Context: an optimization exercise on an open-source flow, tuned for small area, a short achievable clock period and few clock cycles. The choices shown serve that exercise and are no tape-out recipe.
Where RTL was checked, it was by simulation tests only, not by an equivalence proof against the original.
Only the layout flow was run in run 3; the RTL was not checked for function there.
Power is estimated from default activity; no workload was simulated.

`design/flow/config.mk`:
```
export PLATFORM = sky130hd
export DESIGN_NAME = hrlf_top
export DESIGN_NICKNAME = hrlf_top
export VERILOG_FILES = /design/flow/design.v
export SDC_FILE = /design/flow/constraint.sdc
export NUM_CORES = 4
export LEC_CHECK = 0
export CAP_MARGIN = 20
export CORE_MARGIN = 2
export CORE_UTILIZATION = 40
export CTS_BUF_LIST = sky130_fd_sc_hd__clkbuf_4 sky130_fd_sc_hd__clkbuf_8
export SETUP_SLACK_MARGIN = 3.4
export SLEW_MARGIN = 20
```
`design/flow/constraint.sdc`:
```
create_clock -name core_clock -period 6.0 [get_ports {clk_i}]
set_input_delay 1.2000 -clock core_clock [delete_from_list [all_inputs] [get_ports {clk_i}]]
set_output_delay 1.2000 -clock core_clock [all_outputs]
set_load 0.01 [all_outputs]
```
`design/flow/design.v`:
```
`timescale 1ns / 1ps
`default_nettype none
module hrlf_top (
  input  wire        clk_i,
  input  wire        rst_ni,
  input  wire        push,
  input  wire [7:0]  rx_byte,
  input  wire        restart,
  output wire        full,
  output wire        empty,
  input  wire        pop,
  output wire        message_done,
  output wire        length_error,
  output wire [31:0] message_length
);
  localparam logic [119:0] FieldName = "Content-Length:";
  logic        in_v_q;        
  logic [7:0]  b_q;           
  logic        r_q;           
  logic        out_valid_q;   
  logic        out_err_q;     
  logic        fresh_q;       
  logic        body_q;        
  logic        field_q;       
  logic        dig_q;         
  logic        seen_q;        
  logic [3:0]  nidx_q;        
  logic [1:0]  eidx_q;        
  logic [31:0] cnt_q;         
  logic [31:0] len_q;         
  wire full_w = in_v_q && out_valid_q;
  wire proc   = in_v_q && !out_valid_q;
  wire [7:0] b = b_q;
  wire nw      = fresh_q || r_q;
  assign full           = full_w;
  assign empty          = !out_valid_q;
  assign message_done   = !out_err_q;
  assign length_error   = out_err_q;
  assign message_length = out_err_q ? 32'd0 : cnt_q;
  wire       body  = body_q && !nw;
  wire       field = field_q && !nw;
  wire       seen  = seen_q && !nw;
  wire is_cr  = (b == 8'h0d);
  wire is_lf  = (b == 8'h0a);
  wire is_sp  = (b == 8'h20);
  wire is_dig = (b[7:4] == 4'h3) && (b[3:0] <= 4'd9);
  logic [14:0] name_eq;    
  logic [14:0] name_at;    
  logic [14:0] name_hit;   
  logic [3:0]  nidx_nx;
  always_comb begin
    for (int k = 0; k < 15; k++) begin
      name_eq[k]  = (b == FieldName[(14-k)*8 +: 8]);
      name_at[k]  = (nidx_q == 4'(k));
      name_hit[k] = name_eq[k] && name_at[k] && !nw;
    end
    nidx_nx = {3'd0, name_eq[0]};
    for (int k = 1; k < 14; k++) begin
      nidx_nx = nidx_nx | ({4{name_hit[k]}} & 4'(k + 1));
    end
  end
  wire       name_done = name_hit[14];
  wire       end_hit = eidx_q[0] ? is_lf : is_cr;
  wire [1:0] eidx_nx = (end_hit && !nw) ? eidx_q + 2'd1 : {1'b0, is_cr};
  wire       hdr_end = !nw && !field_q && is_lf && (eidx_q == 2'd3);
  wire ia_1_0 = cnt_q[1] & cnt_q[0];
  wire ia_3_2 = cnt_q[3] & cnt_q[2];
  wire ia_5_4 = cnt_q[5] & cnt_q[4];
  wire ia_7_6 = cnt_q[7] & cnt_q[6];
  wire ia_9_8 = cnt_q[9] & cnt_q[8];
  wire ia_11_10 = cnt_q[11] & cnt_q[10];
  wire ia_13_12 = cnt_q[13] & cnt_q[12];
  wire ia_15_14 = cnt_q[15] & cnt_q[14];
  wire ia_17_16 = cnt_q[17] & cnt_q[16];
  wire ia_19_18 = cnt_q[19] & cnt_q[18];
  wire ia_21_20 = cnt_q[21] & cnt_q[20];
  wire ia_23_22 = cnt_q[23] & cnt_q[22];
  wire ia_25_24 = cnt_q[25] & cnt_q[24];
  wire ia_27_26 = cnt_q[27] & cnt_q[26];
  wire ia_29_28 = cnt_q[29] & cnt_q[28];
  wire ia_31_30 = cnt_q[31] & cnt_q[30];
  wire ia_2_0 = cnt_q[2] & ia_1_0;
  wire ia_3_0 = ia_3_2 & ia_1_0;
  wire ia_6_4 = cnt_q[6] & ia_5_4;
  wire ia_7_4 = ia_7_6 & ia_5_4;
  wire ia_10_8 = cnt_q[10] & ia_9_8;
  wire ia_11_8 = ia_11_10 & ia_9_8;
  wire ia_14_12 = cnt_q[14] & ia_13_12;
  wire ia_15_12 = ia_15_14 & ia_13_12;
  wire ia_18_16 = cnt_q[18] & ia_17_16;
  wire ia_19_16 = ia_19_18 & ia_17_16;
  wire ia_22_20 = cnt_q[22] & ia_21_20;
  wire ia_23_20 = ia_23_22 & ia_21_20;
  wire ia_26_24 = cnt_q[26] & ia_25_24;
  wire ia_27_24 = ia_27_26 & ia_25_24;
  wire ia_30_28 = cnt_q[30] & ia_29_28;
  wire ia_31_28 = ia_31_30 & ia_29_28;
  wire ia_4_0 = cnt_q[4] & ia_3_0;
  wire ia_5_0 = ia_5_4 & ia_3_0;
  wire ia_6_0 = ia_6_4 & ia_3_0;
  wire ia_7_0 = ia_7_4 & ia_3_0;
  wire ia_12_8 = cnt_q[12] & ia_11_8;
  wire ia_13_8 = ia_13_12 & ia_11_8;
  wire ia_14_8 = ia_14_12 & ia_11_8;
  wire ia_15_8 = ia_15_12 & ia_11_8;
  wire ia_20_16 = cnt_q[20] & ia_19_16;
  wire ia_21_16 = ia_21_20 & ia_19_16;
  wire ia_22_16 = ia_22_20 & ia_19_16;
  wire ia_23_16 = ia_23_20 & ia_19_16;
  wire ia_28_24 = cnt_q[28] & ia_27_24;
  wire ia_29_24 = ia_29_28 & ia_27_24;
  wire ia_30_24 = ia_30_28 & ia_27_24;
  wire ia_31_24 = ia_31_28 & ia_27_24;
  wire ia_8_0 = cnt_q[8] & ia_7_0;
  wire ia_9_0 = ia_9_8 & ia_7_0;
  wire ia_10_0 = ia_10_8 & ia_7_0;
  wire ia_11_0 = ia_11_8 & ia_7_0;
  wire ia_12_0 = ia_12_8 & ia_7_0;
  wire ia_13_0 = ia_13_8 & ia_7_0;
  wire ia_14_0 = ia_14_8 & ia_7_0;
  wire ia_15_0 = ia_15_8 & ia_7_0;
  wire ia_24_16 = cnt_q[24] & ia_23_16;
  wire ia_25_16 = ia_25_24 & ia_23_16;
  wire ia_26_16 = ia_26_24 & ia_23_16;
  wire ia_27_16 = ia_27_24 & ia_23_16;
  wire ia_28_16 = ia_28_24 & ia_23_16;
  wire ia_29_16 = ia_29_24 & ia_23_16;
  wire ia_30_16 = ia_30_24 & ia_23_16;
  wire ia_31_16 = ia_31_24 & ia_23_16;
  wire ia_16_0 = cnt_q[16] & ia_15_0;
  wire ia_17_0 = ia_17_16 & ia_15_0;
  wire ia_18_0 = ia_18_16 & ia_15_0;
  wire ia_19_0 = ia_19_16 & ia_15_0;
  wire ia_20_0 = ia_20_16 & ia_15_0;
  wire ia_21_0 = ia_21_16 & ia_15_0;
  wire ia_22_0 = ia_22_16 & ia_15_0;
  wire ia_23_0 = ia_23_16 & ia_15_0;
  wire ia_24_0 = ia_24_16 & ia_15_0;
  wire ia_25_0 = ia_25_16 & ia_15_0;
  wire ia_26_0 = ia_26_16 & ia_15_0;
  wire ia_27_0 = ia_27_16 & ia_15_0;
  wire ia_28_0 = ia_28_16 & ia_15_0;
  wire ia_29_0 = ia_29_16 & ia_15_0;
  wire ia_30_0 = ia_30_16 & ia_15_0;
  wire ia_31_0 = ia_31_16 & ia_15_0;
  wire [31:0] inc_c;
  assign inc_c[0] = proc;
  assign inc_c[1] = proc & cnt_q[0];
  assign inc_c[2] = proc & ia_1_0;
  assign inc_c[3] = proc & ia_2_0;
  assign inc_c[4] = proc & ia_3_0;
  assign inc_c[5] = proc & ia_4_0;
  assign inc_c[6] = proc & ia_5_0;
  assign inc_c[7] = proc & ia_6_0;
  assign inc_c[8] = proc & ia_7_0;
  assign inc_c[9] = proc & ia_8_0;
  assign inc_c[10] = proc & ia_9_0;
  assign inc_c[11] = proc & ia_10_0;
  assign inc_c[12] = proc & ia_11_0;
  assign inc_c[13] = proc & ia_12_0;
  assign inc_c[14] = proc & ia_13_0;
  assign inc_c[15] = proc & ia_14_0;
  assign inc_c[16] = proc & ia_15_0;
  assign inc_c[17] = proc & ia_16_0;
  assign inc_c[18] = proc & ia_17_0;
  assign inc_c[19] = proc & ia_18_0;
  assign inc_c[20] = proc & ia_19_0;
  assign inc_c[21] = proc & ia_20_0;
  assign inc_c[22] = proc & ia_21_0;
  assign inc_c[23] = proc & ia_22_0;
  assign inc_c[24] = proc & ia_23_0;
  assign inc_c[25] = proc & ia_24_0;
  assign inc_c[26] = proc & ia_25_0;
  assign inc_c[27] = proc & ia_26_0;
  assign inc_c[28] = proc & ia_27_0;
  assign inc_c[29] = proc & ia_28_0;
  assign inc_c[30] = proc & ia_29_0;
  assign inc_c[31] = proc & ia_30_0;
  wire [31:0] cnt_inc = cnt_q ^ inc_c;
  wire hmax = ia_31_0 && !nw;
  wire [31:0] len_n = ~len_q;
  wire da_1_0 = len_n[1] & len_n[0];
  wire da_3_2 = len_n[3] & len_n[2];
  wire da_5_4 = len_n[5] & len_n[4];
  wire da_7_6 = len_n[7] & len_n[6];
  wire da_9_8 = len_n[9] & len_n[8];
  wire da_11_10 = len_n[11] & len_n[10];
  wire da_13_12 = len_n[13] & len_n[12];
  wire da_15_14 = len_n[15] & len_n[14];
  wire da_17_16 = len_n[17] & len_n[16];
  wire da_19_18 = len_n[19] & len_n[18];
  wire da_21_20 = len_n[21] & len_n[20];
  wire da_23_22 = len_n[23] & len_n[22];
  wire da_25_24 = len_n[25] & len_n[24];
  wire da_27_26 = len_n[27] & len_n[26];
  wire da_29_28 = len_n[29] & len_n[28];
  wire da_31_30 = len_n[31] & len_n[30];
  wire da_2_0 = len_n[2] & da_1_0;
  wire da_3_0 = da_3_2 & da_1_0;
  wire da_6_4 = len_n[6] & da_5_4;
  wire da_7_4 = da_7_6 & da_5_4;
  wire da_10_8 = len_n[10] & da_9_8;
  wire da_11_8 = da_11_10 & da_9_8;
  wire da_14_12 = len_n[14] & da_13_12;
  wire da_15_12 = da_15_14 & da_13_12;
  wire da_18_16 = len_n[18] & da_17_16;
  wire da_19_16 = da_19_18 & da_17_16;
  wire da_22_20 = len_n[22] & da_21_20;
  wire da_23_20 = da_23_22 & da_21_20;
  wire da_26_24 = len_n[26] & da_25_24;
  wire da_27_24 = da_27_26 & da_25_24;
  wire da_30_28 = len_n[30] & da_29_28;
  wire da_31_28 = da_31_30 & da_29_28;
  wire da_4_0 = len_n[4] & da_3_0;
  wire da_5_0 = da_5_4 & da_3_0;
  wire da_6_0 = da_6_4 & da_3_0;
  wire da_7_0 = da_7_4 & da_3_0;
  wire da_12_8 = len_n[12] & da_11_8;
  wire da_13_8 = da_13_12 & da_11_8;
  wire da_14_8 = da_14_12 & da_11_8;
  wire da_15_8 = da_15_12 & da_11_8;
  wire da_20_16 = len_n[20] & da_19_16;
  wire da_21_16 = da_21_20 & da_19_16;
  wire da_22_16 = da_22_20 & da_19_16;
  wire da_23_16 = da_23_20 & da_19_16;
  wire da_28_24 = len_n[28] & da_27_24;
  wire da_29_24 = da_29_28 & da_27_24;
  wire da_30_24 = da_30_28 & da_27_24;
  wire da_31_24 = da_31_28 & da_27_24;
  wire da_8_0 = len_n[8] & da_7_0;
  wire da_9_0 = da_9_8 & da_7_0;
  wire da_10_0 = da_10_8 & da_7_0;
  wire da_11_0 = da_11_8 & da_7_0;
  wire da_12_0 = da_12_8 & da_7_0;
  wire da_13_0 = da_13_8 & da_7_0;
  wire da_14_0 = da_14_8 & da_7_0;
  wire da_15_0 = da_15_8 & da_7_0;
  wire da_24_16 = len_n[24] & da_23_16;
  wire da_25_16 = da_25_24 & da_23_16;
  wire da_26_16 = da_26_24 & da_23_16;
  wire da_27_16 = da_27_24 & da_23_16;
  wire da_28_16 = da_28_24 & da_23_16;
  wire da_29_16 = da_29_24 & da_23_16;
  wire da_30_16 = da_30_24 & da_23_16;
  wire da_31_16 = da_31_24 & da_23_16;
  wire da_16_0 = len_n[16] & da_15_0;
  wire da_17_0 = da_17_16 & da_15_0;
  wire da_18_0 = da_18_16 & da_15_0;
  wire da_19_0 = da_19_16 & da_15_0;
  wire da_20_0 = da_20_16 & da_15_0;
  wire da_21_0 = da_21_16 & da_15_0;
  wire da_22_0 = da_22_16 & da_15_0;
  wire da_23_0 = da_23_16 & da_15_0;
  wire da_24_0 = da_24_16 & da_15_0;
  wire da_25_0 = da_25_16 & da_15_0;
  wire da_26_0 = da_26_16 & da_15_0;
  wire da_27_0 = da_27_16 & da_15_0;
  wire da_28_0 = da_28_16 & da_15_0;
  wire da_29_0 = da_29_16 & da_15_0;
  wire da_30_0 = da_30_16 & da_15_0;
  wire da_31_0 = da_31_16 & da_15_0;
  wire [31:0] dec_b;
  assign dec_b[0] = 1'b1;
  assign dec_b[1] = len_n[0];
  assign dec_b[2] = da_1_0;
  assign dec_b[3] = da_2_0;
  assign dec_b[4] = da_3_0;
  assign dec_b[5] = da_4_0;
  assign dec_b[6] = da_5_0;
  assign dec_b[7] = da_6_0;
  assign dec_b[8] = da_7_0;
  assign dec_b[9] = da_8_0;
  assign dec_b[10] = da_9_0;
  assign dec_b[11] = da_10_0;
  assign dec_b[12] = da_11_0;
  assign dec_b[13] = da_12_0;
  assign dec_b[14] = da_13_0;
  assign dec_b[15] = da_14_0;
  assign dec_b[16] = da_15_0;
  assign dec_b[17] = da_16_0;
  assign dec_b[18] = da_17_0;
  assign dec_b[19] = da_18_0;
  assign dec_b[20] = da_19_0;
  assign dec_b[21] = da_20_0;
  assign dec_b[22] = da_21_0;
  assign dec_b[23] = da_22_0;
  assign dec_b[24] = da_23_0;
  assign dec_b[25] = da_24_0;
  assign dec_b[26] = da_25_0;
  assign dec_b[27] = da_26_0;
  assign dec_b[28] = da_27_0;
  assign dec_b[29] = da_28_0;
  assign dec_b[30] = da_29_0;
  assign dec_b[31] = da_30_0;
  wire [31:0] dec = len_q ^ dec_b;
  wire lnz = !da_31_0;
  wire len_is1 = len_q[0] && (len_q[31:1] == 31'd0);
  wire [31:0] hl_g0 = cnt_q & len_q;
  wire [31:0] hl_p0 = cnt_q | len_q;
  wire hl_g_31_30 = hl_g0[31] | (hl_p0[31] & hl_g0[30]);
  wire hl_p_31_30 = hl_p0[31] & hl_p0[30];
  wire hl_g_29_28 = hl_g0[29] | (hl_p0[29] & hl_g0[28]);
  wire hl_p_29_28 = hl_p0[29] & hl_p0[28];
  wire hl_g_31_28 = hl_g_31_30 | (hl_p_31_30 & hl_g_29_28);
  wire hl_p_31_28 = hl_p_31_30 & hl_p_29_28;
  wire hl_g_27_26 = hl_g0[27] | (hl_p0[27] & hl_g0[26]);
  wire hl_p_27_26 = hl_p0[27] & hl_p0[26];
  wire hl_g_25_24 = hl_g0[25] | (hl_p0[25] & hl_g0[24]);
  wire hl_p_25_24 = hl_p0[25] & hl_p0[24];
  wire hl_g_27_24 = hl_g_27_26 | (hl_p_27_26 & hl_g_25_24);
  wire hl_p_27_24 = hl_p_27_26 & hl_p_25_24;
  wire hl_g_31_24 = hl_g_31_28 | (hl_p_31_28 & hl_g_27_24);
  wire hl_p_31_24 = hl_p_31_28 & hl_p_27_24;
  wire hl_g_23_22 = hl_g0[23] | (hl_p0[23] & hl_g0[22]);
  wire hl_p_23_22 = hl_p0[23] & hl_p0[22];
  wire hl_g_21_20 = hl_g0[21] | (hl_p0[21] & hl_g0[20]);
  wire hl_p_21_20 = hl_p0[21] & hl_p0[20];
  wire hl_g_23_20 = hl_g_23_22 | (hl_p_23_22 & hl_g_21_20);
  wire hl_p_23_20 = hl_p_23_22 & hl_p_21_20;
  wire hl_g_19_18 = hl_g0[19] | (hl_p0[19] & hl_g0[18]);
  wire hl_p_19_18 = hl_p0[19] & hl_p0[18];
  wire hl_g_17_16 = hl_g0[17] | (hl_p0[17] & hl_g0[16]);
  wire hl_p_17_16 = hl_p0[17] & hl_p0[16];
  wire hl_g_19_16 = hl_g_19_18 | (hl_p_19_18 & hl_g_17_16);
  wire hl_p_19_16 = hl_p_19_18 & hl_p_17_16;
  wire hl_g_23_16 = hl_g_23_20 | (hl_p_23_20 & hl_g_19_16);
  wire hl_p_23_16 = hl_p_23_20 & hl_p_19_16;
  wire hl_g_31_16 = hl_g_31_24 | (hl_p_31_24 & hl_g_23_16);
  wire hl_p_31_16 = hl_p_31_24 & hl_p_23_16;
  wire hl_g_15_14 = hl_g0[15] | (hl_p0[15] & hl_g0[14]);
  wire hl_p_15_14 = hl_p0[15] & hl_p0[14];
  wire hl_g_13_12 = hl_g0[13] | (hl_p0[13] & hl_g0[12]);
  wire hl_p_13_12 = hl_p0[13] & hl_p0[12];
  wire hl_g_15_12 = hl_g_15_14 | (hl_p_15_14 & hl_g_13_12);
  wire hl_p_15_12 = hl_p_15_14 & hl_p_13_12;
  wire hl_g_11_10 = hl_g0[11] | (hl_p0[11] & hl_g0[10]);
  wire hl_p_11_10 = hl_p0[11] & hl_p0[10];
  wire hl_g_9_8 = hl_g0[9] | (hl_p0[9] & hl_g0[8]);
  wire hl_p_9_8 = hl_p0[9] & hl_p0[8];
  wire hl_g_11_8 = hl_g_11_10 | (hl_p_11_10 & hl_g_9_8);
  wire hl_p_11_8 = hl_p_11_10 & hl_p_9_8;
  wire hl_g_15_8 = hl_g_15_12 | (hl_p_15_12 & hl_g_11_8);
  wire hl_p_15_8 = hl_p_15_12 & hl_p_11_8;
  wire hl_g_7_6 = hl_g0[7] | (hl_p0[7] & hl_g0[6]);
  wire hl_p_7_6 = hl_p0[7] & hl_p0[6];
  wire hl_g_5_4 = hl_g0[5] | (hl_p0[5] & hl_g0[4]);
  wire hl_p_5_4 = hl_p0[5] & hl_p0[4];
  wire hl_g_7_4 = hl_g_7_6 | (hl_p_7_6 & hl_g_5_4);
  wire hl_p_7_4 = hl_p_7_6 & hl_p_5_4;
  wire hl_g_3_2 = hl_g0[3] | (hl_p0[3] & hl_g0[2]);
  wire hl_p_3_2 = hl_p0[3] & hl_p0[2];
  wire hl_g_1_0 = hl_g0[1] | (hl_p0[1] & hl_g0[0]);
  wire hl_p_1_0 = hl_p0[1] & hl_p0[0];
  wire hl_g_3_0 = hl_g_3_2 | (hl_p_3_2 & hl_g_1_0);
  wire hl_p_3_0 = hl_p_3_2 & hl_p_1_0;
  wire hl_g_7_0 = hl_g_7_4 | (hl_p_7_4 & hl_g_3_0);
  wire hl_p_7_0 = hl_p_7_4 & hl_p_3_0;
  wire hl_g_15_0 = hl_g_15_8 | (hl_p_15_8 & hl_g_7_0);
  wire hl_p_15_0 = hl_p_15_8 & hl_p_7_0;
  wire hl_g_31_0 = hl_g_31_16 | (hl_p_31_16 & hl_g_15_0);
  wire hl_p_31_0 = hl_p_31_16 & hl_p_15_0;
  wire ovf_hl = hl_g_31_0 | hl_p_31_0;
  wire [2:0]  x10_lo = b[3] ? 3'b111 : b[2:0];
  wire [31:0] x10_a  = {len_q[28:0], x10_lo};
  wire [31:0] x10_b  = {len_q[30:0], b[3]};
  wire        x10_ci = b[3] && b[0];
  wire [31:0] x10_g0 = x10_a & x10_b;
  wire [31:0] x10_p0 = x10_a ^ x10_b;
  wire xa_g_1_0 = x10_g0[1] | (x10_p0[1] & x10_g0[0]);
  wire xa_p_1_0 = x10_p0[1] & x10_p0[0];
  wire xa_g_3_2 = x10_g0[3] | (x10_p0[3] & x10_g0[2]);
  wire xa_p_3_2 = x10_p0[3] & x10_p0[2];
  wire xa_g_5_4 = x10_g0[5] | (x10_p0[5] & x10_g0[4]);
  wire xa_p_5_4 = x10_p0[5] & x10_p0[4];
  wire xa_g_7_6 = x10_g0[7] | (x10_p0[7] & x10_g0[6]);
  wire xa_p_7_6 = x10_p0[7] & x10_p0[6];
  wire xa_g_9_8 = x10_g0[9] | (x10_p0[9] & x10_g0[8]);
  wire xa_p_9_8 = x10_p0[9] & x10_p0[8];
  wire xa_g_11_10 = x10_g0[11] | (x10_p0[11] & x10_g0[10]);
  wire xa_p_11_10 = x10_p0[11] & x10_p0[10];
  wire xa_g_13_12 = x10_g0[13] | (x10_p0[13] & x10_g0[12]);
  wire xa_p_13_12 = x10_p0[13] & x10_p0[12];
  wire xa_g_15_14 = x10_g0[15] | (x10_p0[15] & x10_g0[14]);
  wire xa_p_15_14 = x10_p0[15] & x10_p0[14];
  wire xa_g_17_16 = x10_g0[17] | (x10_p0[17] & x10_g0[16]);
  wire xa_p_17_16 = x10_p0[17] & x10_p0[16];
  wire xa_g_19_18 = x10_g0[19] | (x10_p0[19] & x10_g0[18]);
  wire xa_p_19_18 = x10_p0[19] & x10_p0[18];
  wire xa_g_21_20 = x10_g0[21] | (x10_p0[21] & x10_g0[20]);
  wire xa_p_21_20 = x10_p0[21] & x10_p0[20];
  wire xa_g_23_22 = x10_g0[23] | (x10_p0[23] & x10_g0[22]);
  wire xa_p_23_22 = x10_p0[23] & x10_p0[22];
  wire xa_g_25_24 = x10_g0[25] | (x10_p0[25] & x10_g0[24]);
  wire xa_p_25_24 = x10_p0[25] & x10_p0[24];
  wire xa_g_27_26 = x10_g0[27] | (x10_p0[27] & x10_g0[26]);
  wire xa_p_27_26 = x10_p0[27] & x10_p0[26];
  wire xa_g_29_28 = x10_g0[29] | (x10_p0[29] & x10_g0[28]);
  wire xa_p_29_28 = x10_p0[29] & x10_p0[28];
  wire xa_g_31_30 = x10_g0[31] | (x10_p0[31] & x10_g0[30]);
  wire xa_p_31_30 = x10_p0[31] & x10_p0[30];
  wire xa_g_2_0 = x10_g0[2] | (x10_p0[2] & xa_g_1_0);
  wire xa_p_2_0 = x10_p0[2] & xa_p_1_0;
  wire xa_g_3_0 = xa_g_3_2 | (xa_p_3_2 & xa_g_1_0);
  wire xa_p_3_0 = xa_p_3_2 & xa_p_1_0;
  wire xa_g_6_4 = x10_g0[6] | (x10_p0[6] & xa_g_5_4);
  wire xa_p_6_4 = x10_p0[6] & xa_p_5_4;
  wire xa_g_7_4 = xa_g_7_6 | (xa_p_7_6 & xa_g_5_4);
  wire xa_p_7_4 = xa_p_7_6 & xa_p_5_4;
  wire xa_g_10_8 = x10_g0[10] | (x10_p0[10] & xa_g_9_8);
  wire xa_p_10_8 = x10_p0[10] & xa_p_9_8;
  wire xa_g_11_8 = xa_g_11_10 | (xa_p_11_10 & xa_g_9_8);
  wire xa_p_11_8 = xa_p_11_10 & xa_p_9_8;
  wire xa_g_14_12 = x10_g0[14] | (x10_p0[14] & xa_g_13_12);
  wire xa_p_14_12 = x10_p0[14] & xa_p_13_12;
  wire xa_g_15_12 = xa_g_15_14 | (xa_p_15_14 & xa_g_13_12);
  wire xa_p_15_12 = xa_p_15_14 & xa_p_13_12;
  wire xa_g_18_16 = x10_g0[18] | (x10_p0[18] & xa_g_17_16);
  wire xa_p_18_16 = x10_p0[18] & xa_p_17_16;
  wire xa_g_19_16 = xa_g_19_18 | (xa_p_19_18 & xa_g_17_16);
  wire xa_p_19_16 = xa_p_19_18 & xa_p_17_16;
  wire xa_g_22_20 = x10_g0[22] | (x10_p0[22] & xa_g_21_20);
  wire xa_p_22_20 = x10_p0[22] & xa_p_21_20;
  wire xa_g_23_20 = xa_g_23_22 | (xa_p_23_22 & xa_g_21_20);
  wire xa_p_23_20 = xa_p_23_22 & xa_p_21_20;
  wire xa_g_26_24 = x10_g0[26] | (x10_p0[26] & xa_g_25_24);
  wire xa_p_26_24 = x10_p0[26] & xa_p_25_24;
  wire xa_g_27_24 = xa_g_27_26 | (xa_p_27_26 & xa_g_25_24);
  wire xa_p_27_24 = xa_p_27_26 & xa_p_25_24;
  wire xa_g_30_28 = x10_g0[30] | (x10_p0[30] & xa_g_29_28);
  wire xa_p_30_28 = x10_p0[30] & xa_p_29_28;
  wire xa_g_31_28 = xa_g_31_30 | (xa_p_31_30 & xa_g_29_28);
  wire xa_p_31_28 = xa_p_31_30 & xa_p_29_28;
  wire xa_g_4_0 = x10_g0[4] | (x10_p0[4] & xa_g_3_0);
  wire xa_p_4_0 = x10_p0[4] & xa_p_3_0;
  wire xa_g_5_0 = xa_g_5_4 | (xa_p_5_4 & xa_g_3_0);
  wire xa_p_5_0 = xa_p_5_4 & xa_p_3_0;
  wire xa_g_6_0 = xa_g_6_4 | (xa_p_6_4 & xa_g_3_0);
  wire xa_p_6_0 = xa_p_6_4 & xa_p_3_0;
  wire xa_g_7_0 = xa_g_7_4 | (xa_p_7_4 & xa_g_3_0);
  wire xa_p_7_0 = xa_p_7_4 & xa_p_3_0;
  wire xa_g_12_8 = x10_g0[12] | (x10_p0[12] & xa_g_11_8);
  wire xa_p_12_8 = x10_p0[12] & xa_p_11_8;
  wire xa_g_13_8 = xa_g_13_12 | (xa_p_13_12 & xa_g_11_8);
  wire xa_p_13_8 = xa_p_13_12 & xa_p_11_8;
  wire xa_g_14_8 = xa_g_14_12 | (xa_p_14_12 & xa_g_11_8);
  wire xa_p_14_8 = xa_p_14_12 & xa_p_11_8;
  wire xa_g_15_8 = xa_g_15_12 | (xa_p_15_12 & xa_g_11_8);
  wire xa_p_15_8 = xa_p_15_12 & xa_p_11_8;
  wire xa_g_20_16 = x10_g0[20] | (x10_p0[20] & xa_g_19_16);
  wire xa_p_20_16 = x10_p0[20] & xa_p_19_16;
  wire xa_g_21_16 = xa_g_21_20 | (xa_p_21_20 & xa_g_19_16);
  wire xa_p_21_16 = xa_p_21_20 & xa_p_19_16;
  wire xa_g_22_16 = xa_g_22_20 | (xa_p_22_20 & xa_g_19_16);
  wire xa_p_22_16 = xa_p_22_20 & xa_p_19_16;
  wire xa_g_23_16 = xa_g_23_20 | (xa_p_23_20 & xa_g_19_16);
  wire xa_p_23_16 = xa_p_23_20 & xa_p_19_16;
  wire xa_g_28_24 = x10_g0[28] | (x10_p0[28] & xa_g_27_24);
  wire xa_p_28_24 = x10_p0[28] & xa_p_27_24;
  wire xa_g_29_24 = xa_g_29_28 | (xa_p_29_28 & xa_g_27_24);
  wire xa_p_29_24 = xa_p_29_28 & xa_p_27_24;
  wire xa_g_30_24 = xa_g_30_28 | (xa_p_30_28 & xa_g_27_24);
  wire xa_p_30_24 = xa_p_30_28 & xa_p_27_24;
  wire xa_g_31_24 = xa_g_31_28 | (xa_p_31_28 & xa_g_27_24);
  wire xa_p_31_24 = xa_p_31_28 & xa_p_27_24;
  wire xa_g_8_0 = x10_g0[8] | (x10_p0[8] & xa_g_7_0);
  wire xa_p_8_0 = x10_p0[8] & xa_p_7_0;
  wire xa_g_9_0 = xa_g_9_8 | (xa_p_9_8 & xa_g_7_0);
  wire xa_p_9_0 = xa_p_9_8 & xa_p_7_0;
  wire xa_g_10_0 = xa_g_10_8 | (xa_p_10_8 & xa_g_7_0);
  wire xa_p_10_0 = xa_p_10_8 & xa_p_7_0;
  wire xa_g_11_0 = xa_g_11_8 | (xa_p_11_8 & xa_g_7_0);
  wire xa_p_11_0 = xa_p_11_8 & xa_p_7_0;
  wire xa_g_12_0 = xa_g_12_8 | (xa_p_12_8 & xa_g_7_0);
  wire xa_p_12_0 = xa_p_12_8 & xa_p_7_0;
  wire xa_g_13_0 = xa_g_13_8 | (xa_p_13_8 & xa_g_7_0);
  wire xa_p_13_0 = xa_p_13_8 & xa_p_7_0;
  wire xa_g_14_0 = xa_g_14_8 | (xa_p_14_8 & xa_g_7_0);
  wire xa_p_14_0 = xa_p_14_8 & xa_p_7_0;
  wire xa_g_15_0 = xa_g_15_8 | (xa_p_15_8 & xa_g_7_0);
  wire xa_p_15_0 = xa_p_15_8 & xa_p_7_0;
  wire xa_g_24_16 = x10_g0[24] | (x10_p0[24] & xa_g_23_16);
  wire xa_p_24_16 = x10_p0[24] & xa_p_23_16;
  wire xa_g_25_16 = xa_g_25_24 | (xa_p_25_24 & xa_g_23_16);
  wire xa_p_25_16 = xa_p_25_24 & xa_p_23_16;
  wire xa_g_26_16 = xa_g_26_24 | (xa_p_26_24 & xa_g_23_16);
  wire xa_p_26_16 = xa_p_26_24 & xa_p_23_16;
  wire xa_g_27_16 = xa_g_27_24 | (xa_p_27_24 & xa_g_23_16);
  wire xa_p_27_16 = xa_p_27_24 & xa_p_23_16;
  wire xa_g_28_16 = xa_g_28_24 | (xa_p_28_24 & xa_g_23_16);
  wire xa_p_28_16 = xa_p_28_24 & xa_p_23_16;
  wire xa_g_29_16 = xa_g_29_24 | (xa_p_29_24 & xa_g_23_16);
  wire xa_p_29_16 = xa_p_29_24 & xa_p_23_16;
  wire xa_g_30_16 = xa_g_30_24 | (xa_p_30_24 & xa_g_23_16);
  wire xa_p_30_16 = xa_p_30_24 & xa_p_23_16;
  wire xa_g_31_16 = xa_g_31_24 | (xa_p_31_24 & xa_g_23_16);
  wire xa_p_31_16 = xa_p_31_24 & xa_p_23_16;
  wire xa_g_16_0 = x10_g0[16] | (x10_p0[16] & xa_g_15_0);
  wire xa_p_16_0 = x10_p0[16] & xa_p_15_0;
  wire xa_g_17_0 = xa_g_17_16 | (xa_p_17_16 & xa_g_15_0);
  wire xa_p_17_0 = xa_p_17_16 & xa_p_15_0;
  wire xa_g_18_0 = xa_g_18_16 | (xa_p_18_16 & xa_g_15_0);
  wire xa_p_18_0 = xa_p_18_16 & xa_p_15_0;
  wire xa_g_19_0 = xa_g_19_16 | (xa_p_19_16 & xa_g_15_0);
  wire xa_p_19_0 = xa_p_19_16 & xa_p_15_0;
  wire xa_g_20_0 = xa_g_20_16 | (xa_p_20_16 & xa_g_15_0);
  wire xa_p_20_0 = xa_p_20_16 & xa_p_15_0;
  wire xa_g_21_0 = xa_g_21_16 | (xa_p_21_16 & xa_g_15_0);
  wire xa_p_21_0 = xa_p_21_16 & xa_p_15_0;
  wire xa_g_22_0 = xa_g_22_16 | (xa_p_22_16 & xa_g_15_0);
  wire xa_p_22_0 = xa_p_22_16 & xa_p_15_0;
  wire xa_g_23_0 = xa_g_23_16 | (xa_p_23_16 & xa_g_15_0);
  wire xa_p_23_0 = xa_p_23_16 & xa_p_15_0;
  wire xa_g_24_0 = xa_g_24_16 | (xa_p_24_16 & xa_g_15_0);
  wire xa_p_24_0 = xa_p_24_16 & xa_p_15_0;
  wire xa_g_25_0 = xa_g_25_16 | (xa_p_25_16 & xa_g_15_0);
  wire xa_p_25_0 = xa_p_25_16 & xa_p_15_0;
  wire xa_g_26_0 = xa_g_26_16 | (xa_p_26_16 & xa_g_15_0);
  wire xa_p_26_0 = xa_p_26_16 & xa_p_15_0;
  wire xa_g_27_0 = xa_g_27_16 | (xa_p_27_16 & xa_g_15_0);
  wire xa_p_27_0 = xa_p_27_16 & xa_p_15_0;
  wire xa_g_28_0 = xa_g_28_16 | (xa_p_28_16 & xa_g_15_0);
  wire xa_p_28_0 = xa_p_28_16 & xa_p_15_0;
  wire xa_g_29_0 = xa_g_29_16 | (xa_p_29_16 & xa_g_15_0);
  wire xa_p_29_0 = xa_p_29_16 & xa_p_15_0;
  wire xa_g_30_0 = xa_g_30_16 | (xa_p_30_16 & xa_g_15_0);
  wire xa_p_30_0 = xa_p_30_16 & xa_p_15_0;
  wire xa_g_31_0 = xa_g_31_16 | (xa_p_31_16 & xa_g_15_0);
  wire xa_p_31_0 = xa_p_31_16 & xa_p_15_0;
  wire [31:0] x10_c;
  assign x10_c[0] = x10_ci;
  assign x10_c[1] = x10_g0[0] | (x10_p0[0] & x10_ci);
  assign x10_c[2] = xa_g_1_0 | (xa_p_1_0 & x10_ci);
  assign x10_c[3] = xa_g_2_0 | (xa_p_2_0 & x10_ci);
  assign x10_c[4] = xa_g_3_0 | (xa_p_3_0 & x10_ci);
  assign x10_c[5] = xa_g_4_0 | (xa_p_4_0 & x10_ci);
  assign x10_c[6] = xa_g_5_0 | (xa_p_5_0 & x10_ci);
  assign x10_c[7] = xa_g_6_0 | (xa_p_6_0 & x10_ci);
  assign x10_c[8] = xa_g_7_0 | (xa_p_7_0 & x10_ci);
  assign x10_c[9] = xa_g_8_0 | (xa_p_8_0 & x10_ci);
  assign x10_c[10] = xa_g_9_0 | (xa_p_9_0 & x10_ci);
  assign x10_c[11] = xa_g_10_0 | (xa_p_10_0 & x10_ci);
  assign x10_c[12] = xa_g_11_0 | (xa_p_11_0 & x10_ci);
  assign x10_c[13] = xa_g_12_0 | (xa_p_12_0 & x10_ci);
  assign x10_c[14] = xa_g_13_0 | (xa_p_13_0 & x10_ci);
  assign x10_c[15] = xa_g_14_0 | (xa_p_14_0 & x10_ci);
  assign x10_c[16] = xa_g_15_0 | (xa_p_15_0 & x10_ci);
  assign x10_c[17] = xa_g_16_0 | (xa_p_16_0 & x10_ci);
  assign x10_c[18] = xa_g_17_0 | (xa_p_17_0 & x10_ci);
  assign x10_c[19] = xa_g_18_0 | (xa_p_18_0 & x10_ci);
  assign x10_c[20] = xa_g_19_0 | (xa_p_19_0 & x10_ci);
  assign x10_c[21] = xa_g_20_0 | (xa_p_20_0 & x10_ci);
  assign x10_c[22] = xa_g_21_0 | (xa_p_21_0 & x10_ci);
  assign x10_c[23] = xa_g_22_0 | (xa_p_22_0 & x10_ci);
  assign x10_c[24] = xa_g_23_0 | (xa_p_23_0 & x10_ci);
  assign x10_c[25] = xa_g_24_0 | (xa_p_24_0 & x10_ci);
  assign x10_c[26] = xa_g_25_0 | (xa_p_25_0 & x10_ci);
  assign x10_c[27] = xa_g_26_0 | (xa_p_26_0 & x10_ci);
  assign x10_c[28] = xa_g_27_0 | (xa_p_27_0 & x10_ci);
  assign x10_c[29] = xa_g_28_0 | (xa_p_28_0 & x10_ci);
  assign x10_c[30] = xa_g_29_0 | (xa_p_29_0 & x10_ci);
  assign x10_c[31] = xa_g_30_0 | (xa_p_30_0 & x10_ci);
  wire [31:0] x10 = x10_p0 ^ x10_c;
  wire ovf10 = (|len_q[31:29]) || xa_g_31_0 || (xa_p_31_0 && x10_ci);
  wire f_ok  = is_cr || (!dig_q && is_sp) || (is_dig && !ovf10);
  wire err   = !body && (hmax || (field && !f_ok) || (hdr_end && seen && lnz && ovf_hl));
  wire done  = body ? len_is1 : (!hmax && hdr_end && !(seen && lnz));
  wire emit  = proc && (err || done);
  wire to_body  = !body && hdr_end && seen && lnz;
  wire to_field = !body && !field && !seen && name_done;
  always_ff @(posedge clk_i or negedge rst_ni) begin
    if (!rst_ni) begin
      in_v_q      <= 1'b0;
      out_valid_q <= 1'b0;
      fresh_q     <= 1'b1;
    end else begin
      if (!full_w) begin
        in_v_q <= push;
      end
      if (emit) begin
        out_valid_q <= 1'b1;
      end else if (pop) begin
        out_valid_q <= 1'b0;
      end
      if (proc) begin
        fresh_q <= emit;
      end
    end
  end
  always_ff @(posedge clk_i) begin
    if (!full_w) begin
      b_q <= rx_byte;
      r_q <= restart;
    end
    if (emit) begin
      out_err_q <= err;
    end
    cnt_q <= (proc && nw) ? 32'd1 : cnt_inc;
    if (proc) begin
      body_q  <= body || to_body;
      field_q <= field ? !is_cr : to_field;
      dig_q   <= field && (dig_q || is_dig);
      seen_q  <= seen || (field && is_cr);
      nidx_q  <= nidx_nx;
      eidx_q  <= eidx_nx;
      if (body) begin
        len_q <= dec;
      end else if (field) begin
        if (is_dig) begin
          len_q <= x10;
        end
      end else if (!seen) begin
        len_q <= 32'd0;
      end
    end
  end
endmodule
`default_nettype wire
```
`design/flow/flow/run.sh`:
```
#!/bin/bash
# layout flow: the standard flow, with plain buffers on the ports
# (the standard flow's port buffers are 0.5 ns delay cells)
set -euo pipefail
bash standard.sh synth > synth.log 2>&1
bash standard.sh BUFFER_PORTS_ARGS="-buffer_cell sky130_fd_sc_hd__buf_1" finish > layout.log 2>&1
```
`design/flow/standard.sh`:
```
#!/bin/bash
# synth_recipe.tcl (not shown) runs the flow's synth.tcl, then flattens the netlist and writes it again
# the make line also repeats each setting of config.mk as NAME=value (left out here)
make -C /OpenROAD-flow-scripts/flow DESIGN_CONFIG=/design/flow/config.mk WORK_HOME=/design/flow/orfs CLKGATE_MAP_FILE= SYNTH_SCRIPT=/design/flow/synth_recipe.tcl "${@:-finish}"
```
==> metrics.md, run 1 <==
| Metric | Value |
|---|---|
| Outcome | no timing/DRC/antenna violations |
| Max Clock Freq | 358 MHz |
| Hold_buf cts | 0 |
| Grt ovf | 0 |
| Root Driver | clkbuf_8 |
| Primary FF master, synth | edfxtp_1 |
| PwrDens | 333 nW/um2 |
| Cell taking the most area after synthesis | edfxtp_1 |
| Worst path required time | 6.16 ns |
| Crit path arrival time | ~3.0 ns |
| Nets | 942 |
| RR Endpoint | len_q[26] |
| Final wirelength | 19000 um |
| GPL Wtd Cong | 0.935 |
| Final setup TNS | 0 ns |
| Sequential fraction of the synthesis area | 0.351 |
| Main area contributors after synthesis | edfxtp_1 (24%), dfxtp_1 (9.9%), ha_1 (7.5%) |
| Die area | 17300 um2 |
| Clock Skew | 0.00947 ns |
| Sink Count | 87 |
| DR iter-0 viols | 468 |
| CTS max path bufs | 2 |
| Slew Viols, Final | 0 |
| I/O Pins | 49 |
| Most frequent cell after synthesis | nor2_1 |
| Gr usage total | 0.208 |
| Internal power consumption | 0.00166 W |
| Fill count | 1442 |
| Clock slew at reported path FFs | about 0.10 ns |
| RSZ-0062 raised after global routing | yes |
| Seq pwr share | 0.317 |
| First-pass GRT wire length | 29400 um |
| R2r worst-path depth | 10 |
| Reg2Reg Setup Slack | ~3.2 ns |
| Max FO, Critical Path | 5 |
| Leakage | 3.21 nW |
| Antenna cells | 0 |
| Starting Density | 0.409 |
| Startpoint types | register |
| DIE WIDTH | 131 um |
| Proportion of power drawn by combinational gates | 0.524 |
| WHS Path Cells | 1 |
| Slew HR | 0.474 |
| Top cell type's share of synthesized area | 0.240 |
| Hold EP | fresh_q |
| Net Count, Synth | 815 |
| Final Cell Area | approximately 8600 um2 |
| Slowest stage delay, CP | 0.44 ns |
| Clock share of power | 0.158 |
| Final period utilization | 0.465 |
| Routed Antenna Nets | 0 |
| Crit path max-delay cell type | edfxtp_1 |
| Die Height | 131 um |
| Top cells by count, synth | nor2_1 (95), nand2_1 (63), edfxtp_1 (52), ha_1 (39), xnor2_1 (39) |
| Port Buffer Count | 48 |
| Max-capacitance violation count | 0 |
| Worst-Margin Slew | 0.787 ns |
| Avg Cell Area, Syn | about 8.5 um2 |
| DP HPWL | approximately 12000 um |
| Cell Chain, Critical Path | or2_4 -> ha_4 -> o2111ai_4 -> a21oi_2 -> o21a_4 -> a21bo_4 -> a31oi_4 -> a21boi_2 -> or3_1 -> a31o_2 |
| Largest net degree at the start of global routing | 33 |
| Num CTS Buffers | 9 |
| Switching Share | 0.415 |
| Worst min path class | reg -> reg |
| Placed Area | 6850 um2 |
| Mapped cell area | 6490 um2 |
| WL/cell | 17.1 um |
| Post-synthesis instance total | 763 |
| Tmin final | 2.79 ns |
| Vias in the first global route | slightly below 6000 |
| Area grow syn2layout | 31.7% |
| Crit end category | register |
| CTS tree | built |
| H-tree levels | 3 |
| First-pass DRT Iterations | 5 |
| Initial antenna violation count | 0 |
| Post-synth EDFFs | 52 |
| Min-delay src | fresh_q |
| Layout cells sized above 1 | 0.273 |
| Switching pwr | between 0.001 and 0.0015 W |
| FF+latch count, synth | just under 90 |
| R2r startpoint | b_q[3] |
| Peak VDD IR | approximately 0.21 mV |
| Ys async rst share | 0.0345 |
| Post-route DRC | 0 |
| CORE AREA | 15900 um2 |
| Hold Fails Final Rpt | 0 |
| Vias after detailed routing | 6355 |
| Std-Cell Rows | 46 |
| Unique masters post-synth | 69 |
| Ys Warns | 1 |
| Clock Latency Late Sink | roughly 0.39 ns |
| Crit path kind | reg -> reg |
| Via density | approximately 5.7 |
| Final setup fails | 0 |
## how the worst max path moves through the flow
stage / cells after the start / slack (ns) / to / from
after global routing: 10 / 3.15 / len_q[26] / b_q[3]
after global placement: 6 / 2.92 / out_err_q / r_q
after floorplan: 11 / 3.32 / len_q[26] / b_q[3]
after detailed placement: 12 / 2.94 / len_q[19] / b_q[3]
final: 10 / 3.21 / len_q[26] / b_q[3]
after CTS: 10 / 3.17 / len_q[30] / b_q[3]
## final cells by class
class	instances	area (um2)	share of cell area
sequential	87	2280	0.267
clock buffer	9	124	0.0145
clock inverter	7	77.6	0.00907
inverter	23	86.3	0.0101
timing repair buffer	156	1090	0.128
tap	216	270	0.0316
multi-input combinational	613	4620	0.540
## placed cells by master, fill, tap and decap left out, types with 18 or more instances in the layout
master    synthesis  layout
o22ai_1          30      28
o21ai_0          30      20
nand3_1          24      24
a21oi_1          29      18
nor2_1           95      85
edfxtp_1         52      52
inv_1            23      23
dfxtp_1          32      30
nor3_1           29      26
nor2b_1          38      32
xor2_1           30      29
ha_1             39      25
nand2_1          63      56
xnor2_1          39      38
buf_4             0      93
buf_1             4      43
## logic make-up (layout without fill, tap and decap cells)
kind of cell,Yosys count,in the layout,share of synthesized area
buf+inv,63,195,0.0381
xor+xnor,69,69,0.0930
fa+ha+maj,40,40,0.0767
compound gates,167,167,0.174
simple gates,336,336,0.266
flops,87,87,0.351
mux,1,1,0.00154
## power by group through the flow
stage	Combinational [W]	Sequential, W	Clock, W
final	0.00149	0.000902	0.000450
after detailed placement	0.000925	0.000957	0
after global placement	0.000908	0.000951	0
after CTS	0.00120	0.000904	0.000454
after global routing	0.00162	0.000916	0.000479
after floorplan	0.000779	0.000872	0
## routing by layer
metal,up-vias,routed length [um],track usage,part of all wire
li1,3043,-,-,-
met1,3060,8540,0.275,0.45
met2,214,9100,0.347,0.48
met3,38,893,0.0285,0.047
met4,0,412,0.0773,0.022
met5,-,0,0,0
## critical path: cells and delay by family (launching register included)
| kind | cells | cell delay [ns] |
|---|---|---|
| compound gates | 7 | 1.31 |
| simple gates | 2 | 0.61 |
| flops | 1 | 0.44 |
| fa+ha+maj | 1 | 0.18 |
## sequential cells by signal (all words and copies together), names as in the netlist, 2 cells and up
name    count
cnt_q      32
eidx_q      2
b_q         8
len_q      32
nidx_q      4
## stage by stage
stage	power [W]	worst slack, ns	hold WS [ns]	utilization	instances
floorplan	0.00165	3.32	0.490	-	763
global placement	0.00186	2.92	0.506	0.431	991
detailed placement	0.00188	2.94	0.515	0.431	991
CTS	0.00255	3.17	0.535	0.491	1070
global route	0.00301	3.15	0.550	0.538	1111
finish	0.00284	3.21	0.534	0.538	1111
## repair_timing
item,in CTS,in global routing
pin swaps,20,36
cloned,0,2
endpoints found under the setup margin,63,49
gates resized for setup,45,95
buffers inserted,63,39
Testbench counts, summed over its fixed seeds: cycles 66,475.
==> inputs of run 2 (changes only) <==
--- a/design/flow/config.mk
+++ b/design/flow/config.mk
@@ -9,5 +9,5 @@
 export CORE_MARGIN = 2
 export CORE_UTILIZATION = 40
 export CTS_BUF_LIST = sky130_fd_sc_hd__clkbuf_4 sky130_fd_sc_hd__clkbuf_8
-export SETUP_SLACK_MARGIN = 3.4
+export SETUP_SLACK_MARGIN = 3
 export SLEW_MARGIN = 20
==> metrics.md, run 2 <==
| Metric | Value |
|---|---|
| Switching pwr | 0.00100 W (-15%) |
| Antenna cells | 0 (unchanged) |
| Top cells by count, synth | nor2_1 (95), nand2_1 (63), edfxtp_1 (52), ha_1 (39), xnor2_1 (39) |
| Peak VDD IR | 0.206 mV (-0.63%) |
| Internal power consumption | 0.00142 W (-15%) |
| Clock share of power | 0.172 (+0.014) |
| Worst min path class | reg -> reg |
| FF+latch count, synth | 87 (unchanged) |
| CTS tree | built |
| Crit path kind | reg -> reg |
| Die area | 17300 um2 (unchanged) |
| Outcome | no timing/DRC/antenna violations |
| Hold Fails Final Rpt | 0 (unchanged) |
| Final setup margin | 3.10 ns (-0.108 ns) |
| Area grow syn2layout | 14.0% |
| Final setup fails | 0 (unchanged) |
| Worst slack, placed | 2.86 ns (-0.0775 ns) |
| Hold_buf cts | 0 (unchanged) |
| Grt ovf | 0 (unchanged) |
| CTS max path bufs | 2 (unchanged) |
| Post-synthesis instance total | 763 (unchanged) |
| Tmin final | 2.90 ns (+0.108 ns) |
| Sink Count | 87 (unchanged) |
| Worst-Margin Slew | 1.07 ns (+0.286 ns) |
| Via density | 5.69 (-0.60%) |
| Crit path arrival time | 3.05 ns (+0.10 ns) |
| Startpoint types | register |
| H-tree levels | 3 (unchanged) |
| Post-route DRC | 0 (unchanged) |
| DP HPWL | 12100 um (-1.3%) |
| Final wirelength | 17100 um (-9.5%) |
| Std-Cell Rows | 46 (unchanged) |
| Net Count, Synth | 815 (unchanged) |
| DIE WIDTH | 131 um (unchanged) |
| Clock slew at reported path FFs | 0.10 ns (about the same) |
| PwrDens | 326 nW/um2 (-1.8%) |
| Routed Antenna Nets | 0 (unchanged) |
| Vias in the first global route | 5560 (-5.3%) |
| Final setup TNS | 0 ns (unchanged) |
| Worst path required time | 6.15 ns (about the same) |
| Ys Warns | 1 (unchanged) |
| Nets | 874 (-7.2%) |
| Clock Skew | 0.0193 ns (+0.00981 ns) |
| Cell taking the most area after synthesis | edfxtp_1 |
| Layout cells sized above 1 | 0.119 (-0.154) |
| Switching Share | 0.414 (-0.00138) |
| Avg Cell Area, Syn | 8.51 um2 (unchanged) |
| Dpl cells | 992 (+0.10%) |
| Max-capacitance violation count | 0 (unchanged) |
| Ys async rst share | 0.0345 (unchanged) |
| Clock Latency Late Sink | 0.38 ns (about the same) |
| Main area contributors after synthesis | edfxtp_1 (24%), dfxtp_1 (9.9%), ha_1 (7.5%) |
| Initial antenna violation count | 0 (unchanged) |
| Sequential fraction of the synthesis area | 0.351 (unchanged) |
| First-pass GRT wire length | 27400 um (-6.9%) |
| GPL Wtd Cong | 0.881 (-5.8%) |
| Starting Density | 0.409 (unchanged) |
| Commonest cells after routing, fill and taps aside | nor2_1 (89), nand2_1 (62), edfxtp_1 (52) |
| Max Clock Freq | 345 MHz (-3.7%) |
| Num CTS Buffers | 9 (unchanged) |
| Final period utilization | 0.483 (+0.0180) |
| Proportion of power drawn by combinational gates | 0.445 (-0.079) |
| Gr usage total | 0.194 (-0.0138) |
| Final non-filler cell total | 1043 (-6.1%) |
| Max FO, Critical Path | 8 (+3) |
| Most frequent cell after synthesis | nor2_1 |
| Most common cell after layout, fill and taps aside | nor2_1 |
| Reg2Reg Setup Slack | 3.10 ns (-0.11 ns) |
| CORE AREA | 15900 um2 (unchanged) |
| Slew HR | 0.282 (-0.191) |
| Primary FF master, synth | edfxtp_1 |
| Root Driver | clkbuf_8 |
| Regs by FF count | cnt_q: 32 flops, len_q: 32 flops, b_q: 8 flops |
| Seq pwr share | 0.384 (+0.067) |
| Crit end category | register |
| DR iter-0 viols | 444 (-5.1%) |
| Port Buffer Count | 48 (unchanged) |
| Slew Viols, Final | 0 (unchanged) |
| RSZ-0062 raised after global routing | yes |
| Top cell type's share of synthesized area | 0.240 (unchanged) |
| Post-synth EDFFs | 52 (unchanged) |
| Largest net degree at the start of global routing | 33 (unchanged) |
| Vias after detailed routing | 5930 (-6.7%) |
| Unique masters post-synth | 69 (unchanged) |
| Mapped cell area | 6490 um2 (unchanged) |
| WL/cell | 16.4 um (-3.6%) |
| First-pass DRT Iterations | 7 (+2) |
| I/O Pins | 49 (unchanged) |
| Leakage | 2.73 nW (-15%) |
| Die Height | 131 um (unchanged) |
[run 2: cell counts after synthesis]
Identical to the previous run, type by type.
[run 2: area by class of cell]
cell class | instances | area, um2
inverters | 23 | 86.3
fillers | 1575 | 8480
clock buffers | 13 | 179
repair buffers | 88 | 480
multi-input cells | 613 | 4090
clock inverters | 3 | 15.0
flip-flops and latches | 87 | 2280
well taps | 216 | 270
[run 2: worst max-delay path: stages (launching register included)]
cell and delay [ns]:
edfxtp_1 0.51, or2_4 0.29, ha_1 0.21, o2111ai_2 0.22
a21oi_2 0.11, o21a_4 0.23, a21bo_2 0.26, a31oi_4 0.20
a21boi_2 0.10, or3_1 0.31, a31o_2 0.24
[run 2: cells by family after synthesis]
logic type,Yosys count,share of synthesized area
adders and majority gates,40,0.0767
muxes,1,0.00154
xor gates and xnor gates,69,0.0930
and+or+nand+nor,336,0.266
AOI/OAI and AO/OA,167,0.174
DFF,87,0.351
buffers and inverters,63,0.0381
[run 2: per-stage QoR]
| step | hold WS, ns | area [um2] | utilization | power [W] |
|---|---|---|---|---|
| floorplan | 0.490 | 6490 | - | 0.00164 |
| global placement | 0.508 | 6830 | 0.430 | 0.00184 |
| detailed placement | 0.519 | 6830 | 0.430 | 0.00188 |
| CTS | 0.531 | 7090 | 0.447 | 0.00232 |
| global route | 0.544 | 7400 | 0.466 | 0.00258 |
| finish | 0.528 | 7400 | 0.466 | 0.00242 |
[run 2: timing repair]
item,CTS,global route
cloned,0,0
endpoints found under the setup margin,9,32
resized for setup,5,24
pin swaps,1,2
setup buffers,7,28
[run 2: power by group through the flow]
| stage | registers [W] | clock network, W | logic, W |
|---|---|---|---|
| floorplan | 0.000872 | 0 | 0.000769 |
| global placement | 0.000947 | 0 | 0.000895 |
| detailed placement | 0.000954 | 0 | 0.000924 |
| CTS | 0.000938 | 0.000424 | 0.000955 |
| global route | 0.000943 | 0.000441 | 0.00119 |
| finish | 0.000927 | 0.000415 | 0.00107 |
[run 2: path summary, 6_finish.rpt]
check                           depth (start not counted)    start           to
worst min register to register                          1  fresh_q      fresh_q
worst min-delay path                                    1  fresh_q      fresh_q
worst max-delay path                                   10   b_q[3]    len_q[26]
max in group asynchronous                               1   rst_ni      fresh_q
worst max register to register                         10   b_q[3]    len_q[26]
min in group asynchronous                               1   rst_ni  out_valid_q
[run 2: routing by layer]
layer	track usage	share of wire	vias up
li1	-	-	2907
met1	0.265	0.48	2828
met2	0.319	0.46	166
met3	0.0235	0.043	29
met4	0.0670	0.019	0
met5	0	0	-
==> inputs of run 3 (changes only) <==
--- a/design/flow/design.v
+++ b/design/flow/design.v
@@ -44,22 +44,17 @@
   wire is_lf  = (b == 8'h0a);
   wire is_sp  = (b == 8'h20);
   wire is_dig = (b[7:4] == 4'h3) && (b[3:0] <= 4'd9);
-  logic [14:0] name_eq;    
-  logic [14:0] name_at;    
-  logic [14:0] name_hit;   
-  logic [3:0]  nidx_nx;
+  logic [7:0] nchar;
   always_comb begin
+    nchar = FieldName[119 -: 8];
     for (int k = 0; k < 15; k++) begin
-      name_eq[k]  = (b == FieldName[(14-k)*8 +: 8]);
-      name_at[k]  = (nidx_q == 4'(k));
-      name_hit[k] = name_eq[k] && name_at[k] && !nw;
-    end
-    nidx_nx = {3'd0, name_eq[0]};
-    for (int k = 1; k < 14; k++) begin
-      nidx_nx = nidx_nx | ({4{name_hit[k]}} & 4'(k + 1));
+      if (nidx_q == 4'(k)) nchar = FieldName[(14-k)*8 +: 8];
     end
   end
-  wire       name_done = name_hit[14];
+  wire       is_c      = (b == FieldName[119 -: 8]);
+  wire       name_hit  = (b == nchar) && !nw;
+  wire       name_done = name_hit && (nidx_q == 4'd14);
+  wire [3:0] nidx_nx   = (name_hit && !name_done) ? nidx_q + 4'd1 : {3'd0, is_c};
   wire       end_hit = eidx_q[0] ? is_lf : is_cr;
   wire [1:0] eidx_nx = (end_hit && !nw) ? eidx_q + 2'd1 : {1'b0, is_cr};
   wire       hdr_end = !nw && !field_q && is_lf && (eidx_q == 2'd3);
@@ -361,9 +356,10 @@
   wire hl_p_31_0 = hl_p_31_16 & hl_p_15_0;
   wire ovf_hl = hl_g_31_0 | hl_p_31_0;
   wire [2:0]  x10_lo = b[3] ? 3'b111 : b[2:0];
-  wire [31:0] x10_a  = {len_q[28:0], x10_lo};
-  wire [31:0] x10_b  = {len_q[30:0], b[3]};
+  wire        x10_slot = b[3];
   wire        x10_ci = b[3] && b[0];
+  wire [31:0] x10_a  = {len_q[28:0], x10_lo};
+  wire [31:0] x10_b  = {len_q[30:0], x10_slot};
   wire [31:0] x10_g0 = x10_a & x10_b;
   wire [31:0] x10_p0 = x10_a ^ x10_b;
   wire xa_g_1_0 = x10_g0[1] | (x10_p0[1] & x10_g0[0]);
==> metrics.md, run 3 <==
| Metric | Value |
|---|---|
| Leakage | 2.80 nW (+2.6%) |
| Grt ovf | 0 (unchanged) |
| Worst path top cell family by delay | simple AND/OR/NAND/NOR gates |
| Unique masters post-synth | 68 (-1.4%) |
| Final period utilization | 0.510 (+0.0274) |
| Max Clock Freq | 326 MHz (-5.4%) |
| Vias in the first global route | 5508 (-0.94%) |
| Multi-input logic area | 4150 um2 (+1.4%) |
| Post-synthesis mux area share | 0.00465 (+0.00311) |
| WL/cell | 17.4 um (+5.6%) |
| Final wirelength | 17700 um (+3.1%) |
| Worst-Margin Slew | 0.867 ns (-0.205 ns) |
| First-pass DRT Iterations | 5 (-2) |
| GPL Wtd Cong | 0.887 (+0.68%) |
| Port Buffer Count | 48 (unchanged) |
| Num CTS Buffers | 9 (unchanged) |
| Clock Skew | 0.0174 ns (-0.00192 ns) |
| Peak VDD IR | 0.139 mV (-33%) |
| Commonest cells after routing, fill and taps aside | nor2_1 (84), edfxtp_1 (52), buf_1 (48) |
| Outcome | no timing/DRC/antenna violations |
| Largest net degree at the start of global routing | 33 (unchanged) |
| Net Count, Synth | 795 (-2.5%) |
| Most frequent cell after synthesis | nor2_1 |
| Fill count | 1501 (-4.7%) |
| Post-synthesis instance total | 739 (-3.1%) |
| Crit path arrival time | 3.17 ns (+0.12 ns) |
| PwrDens | 371 nW/um2 (+14%) |
| Reg area | 2280 um2 (unchanged) |
| Cell mode on critical path | or3_4 |
| FF+latch count, synth | 87 (unchanged) |
| Mapped cell area | 6460 um2 (-0.54%) |
| CTS tree | built |
| Antenna cells | 0 (unchanged) |
| Crit end category | register |
| Area grow syn2layout | 15.6% |
| Nets | 853 (-2.4%) |
| Post-synth EDFFs | 52 (unchanged) |
| Ys Warns | 1 (unchanged) |
| Gr usage total | 0.207 (+0.0121) |
| Final setup TNS | 0 ns (unchanged) |
| Worst path required time | 6.11 ns (-0.04 ns) |
| Initial antenna violation count | 0 (unchanged) |
| Top cells by count, synth | nor2_1 (86), edfxtp_1 (52), ha_1 (43), nand2_1 (42) |
| Tmin final | 3.06 ns (+0.164 ns) |
| Fin Hold WS | 0.501 ns (-0.0266 ns) |
| CP bufs+invs | 0 (unchanged) |
| Via density | 5.78 (+1.7%) |
| Slew HR | 0.420 (+0.137) |
| Adder-Cell Fraction of Synth Area | 0.0848 (+0.00816) |
| Max-capacitance violation count | 0 (unchanged) |
| Crit path max-delay cell type | or4_4 |
| Clock slew at reported path FFs | 0.10 ns (about the same) |
| Top cell type's share of synthesized area | 0.242 (+0.00130) |
| Ys async rst share | 0.0345 (unchanged) |
| Regs by FF count | cnt_q: 32 flops, len_q: 32 flops, b_q: 8 flops |
| Sequential fraction of the synthesis area | 0.353 (+0.00190) |
| CORE AREA | 15800 um2 (-0.36%) |
| Post-route DRC | 0 (unchanged) |
| DIE WIDTH | 131 um (-0.26%) |
| Sink Count | 87 (unchanged) |
| Slowest stage delay, CP | 0.54 ns (+0.03 ns) |
| First-pass GRT wire length | 27600 um (+0.96%) |
| H-tree levels | 3 (unchanged) |
| Main area contributors after synthesis | edfxtp_1 (24%), dfxtp_1 (9.9%), ha_1 (8.3%) |
| CTS max path bufs | 2 (unchanged) |
| Root Driver | clkbuf_8 |
| Area share of and/or/nand/nor cells after synthesis | 0.225 (-0.0408) |
| XOR/XNOR share of the synthesized area | 0.107 (+0.0141) |
| Cell Chain, Critical Path | or4_4 -> or3_4 -> or2_4 -> or3_4 -> or3_4 -> nor3_4 -> xnor2_1 -> o22ai_1 |
| Routed Antenna Nets | 0 (unchanged) |
| Cell taking the most area after synthesis | edfxtp_1 |
| Avg Cell Area, Syn | 8.74 um2 (+2.7%) |
| Vias after detailed routing | 5889 (-0.69%) |
| Std-Cell Rows | 46 (unchanged) |
| DP HPWL | 12000 um (-0.68%) |
| Crit path kind | reg -> reg |
| Max FO, Critical Path | 3 (-5) |
| Main combinational cell family by area after synthesis | simple AND/OR/NAND/NOR gates |
| Die area | 17200 um2 (-0.52%) |
| Tot Pwr | 0.00277 W (+15%) |
| Worst min path class | reg -> reg |
| Post-layout util | 0.472 (+0.00565) |
| Final setup fails | 0 (unchanged) |
| RSZ-0062 raised after global routing | yes |
| Synth Area in Compound Gates | 0.187 (+0.0130) |
| Layout cells sized above 1 | 0.116 (-0.00254) |
| Primary FF master, synth | edfxtp_1 |
| I/O Pins | 49 (unchanged) |
| Most common cell after layout, fill and taps aside | nor2_1 |
| Die Height | 131 um (-0.26%) |
| Starting Density | 0.408 (-0.000727) |
| Startpoint types | register |
| Hold_buf cts | 0 (unchanged) |
| Slew Viols, Final | 0 (unchanged) |
| Hold Fails Final Rpt | 0 (unchanged) |
| Clock Latency Late Sink | 0.39 ns (about the same) |
| DR iter-0 viols | 593 (+34%) |
-- run 3: final timing paths --
check,start,endpoint,slack (ns),cells past startpoint
max in group asynchronous,rst_ni,fresh_q,5.14,1
setup / recovery,len_q[9],len_q[27],2.94,8
hold reg to reg,fresh_q,fresh_q,0.50,2
setup reg to reg,len_q[9],len_q[27],2.94,8
min in group asynchronous,rst_ni,out_valid_q,0.63,1
hold / removal,fresh_q,fresh_q,0.50,2
-- run 3: cell families after synthesis --
| logic type | Yosys count |
|---|---|
| flops | 87 |
| mux | 3 |
| fa+ha+maj | 44 |
| simple gates | 282 |
| buf+inv | 62 |
| compound gates | 182 |
| xor+xnor | 79 |
-- run 3: cell type report --
type | instances | area share
clock inverter | 7 | 0.0124
clock buffer | 9 | 0.0166
sequential | 87 | 0.305
timing repair buffer | 84 | 0.0608
multi-input combinational | 590 | 0.556
inverter | 25 | 0.0126
tap | 216 | 0.0362
-- run 3: where the power goes --
group | switching [W] | internal, W | leakage, nW
Clock | 0.000235 | 0.000236 | 0.115
Combinational | 0.000760 | 0.000588 | 1.87
Sequential | 0.000170 | 0.000780 | 0.820
-- run 3: worst reg2reg max path, stage by stage (launching register included) --
cell and delay, ns:
edfxtp_1 0.44, or4_4 0.54, or3_4 0.40, or2_4 0.27
or3_4 0.39, or3_4 0.39, nor3_4 0.13, xnor2_1 0.14
o22ai_1 0.09
-- run 3: layer usage --
| layer | global-route usage | routed length (um) | vias to the layer above |
|---|---|---|---|
| met5 | 0 | 0 | - |
| met4 | 0.0807 | 283 | 0 |
| met3 | 0.0333 | 1050 | 24 |
| met2 | 0.322 | 8200 | 210 |
| met1 | 0.288 | 8140 | 2821 |
| li1 | - | - | 2834 |
-- run 3: what timing repair did --
item                                    4_1_cts  5_1_grt
pin swaps                                     8        5
endpoints found under the setup margin       24       22
resized for setup                            18       18
endpoints found under the hold margin         0        0
buffers inserted                             26        7
-- run 3: stage by stage --
| step | area (um2) | worst slack, ns | std cells |
|---|---|---|---|
| after floorplan | 6490 | 2.88 | 739 |
| after global placement | 6810 | 2.67 | 969 |
| after detailed placement | 6810 | 2.58 | 969 |
| after CTS | 7300 | 2.95 | 1011 |
| after global routing | 7470 | 2.87 | 1018 |
| final | 7470 | 2.94 | 1018 |

static timing again, ports no longer ideal:
In the flow no input, the clock included, has a driving cell. The finished layouts below were timed again as built, in two steps. Step 1 (the two cells are an assumption about what drives the block):
set clk [get_ports {clk_i}]
set_driving_cell -lib_cell sky130_fd_sc_hd__clkbuf_16 $clk
set_driving_cell -lib_cell sky130_fd_sc_hd__buf_2 [delete_from_list [all_inputs] $clk]
Step 2 times the ports against the registers' clock, not the clock port: input delays grow and output delays shrink by t, the midpoint of the rising clock arrivals with the driver on. Slacks: no drivers / after step 1 / after step 2; pairs: no drivers / after step 1.
run | shift t [ns] | setup WS [ns] | worst hold slack (ns) | clock arrival spread, ns | worst data-port slew with drivers (ns)
run 1 | 0.428 | 3.209 / 3.209 / 3.209 | 0.534 / 0.534 / 0.534 | 0.009 / 0.009 | 0.03
run 2 | 0.408 | 3.101 / 3.101 / 3.101 | 0.528 / 0.528 / 0.528 | 0.019 / 0.019 | 0.03
run 3 | 0.420 | 2.937 / 2.937 / 2.937 | 0.501 / 0.501 / 0.501 | 0.018 / 0.017 | 0.04
After both steps every run listed still meets setup and hold.
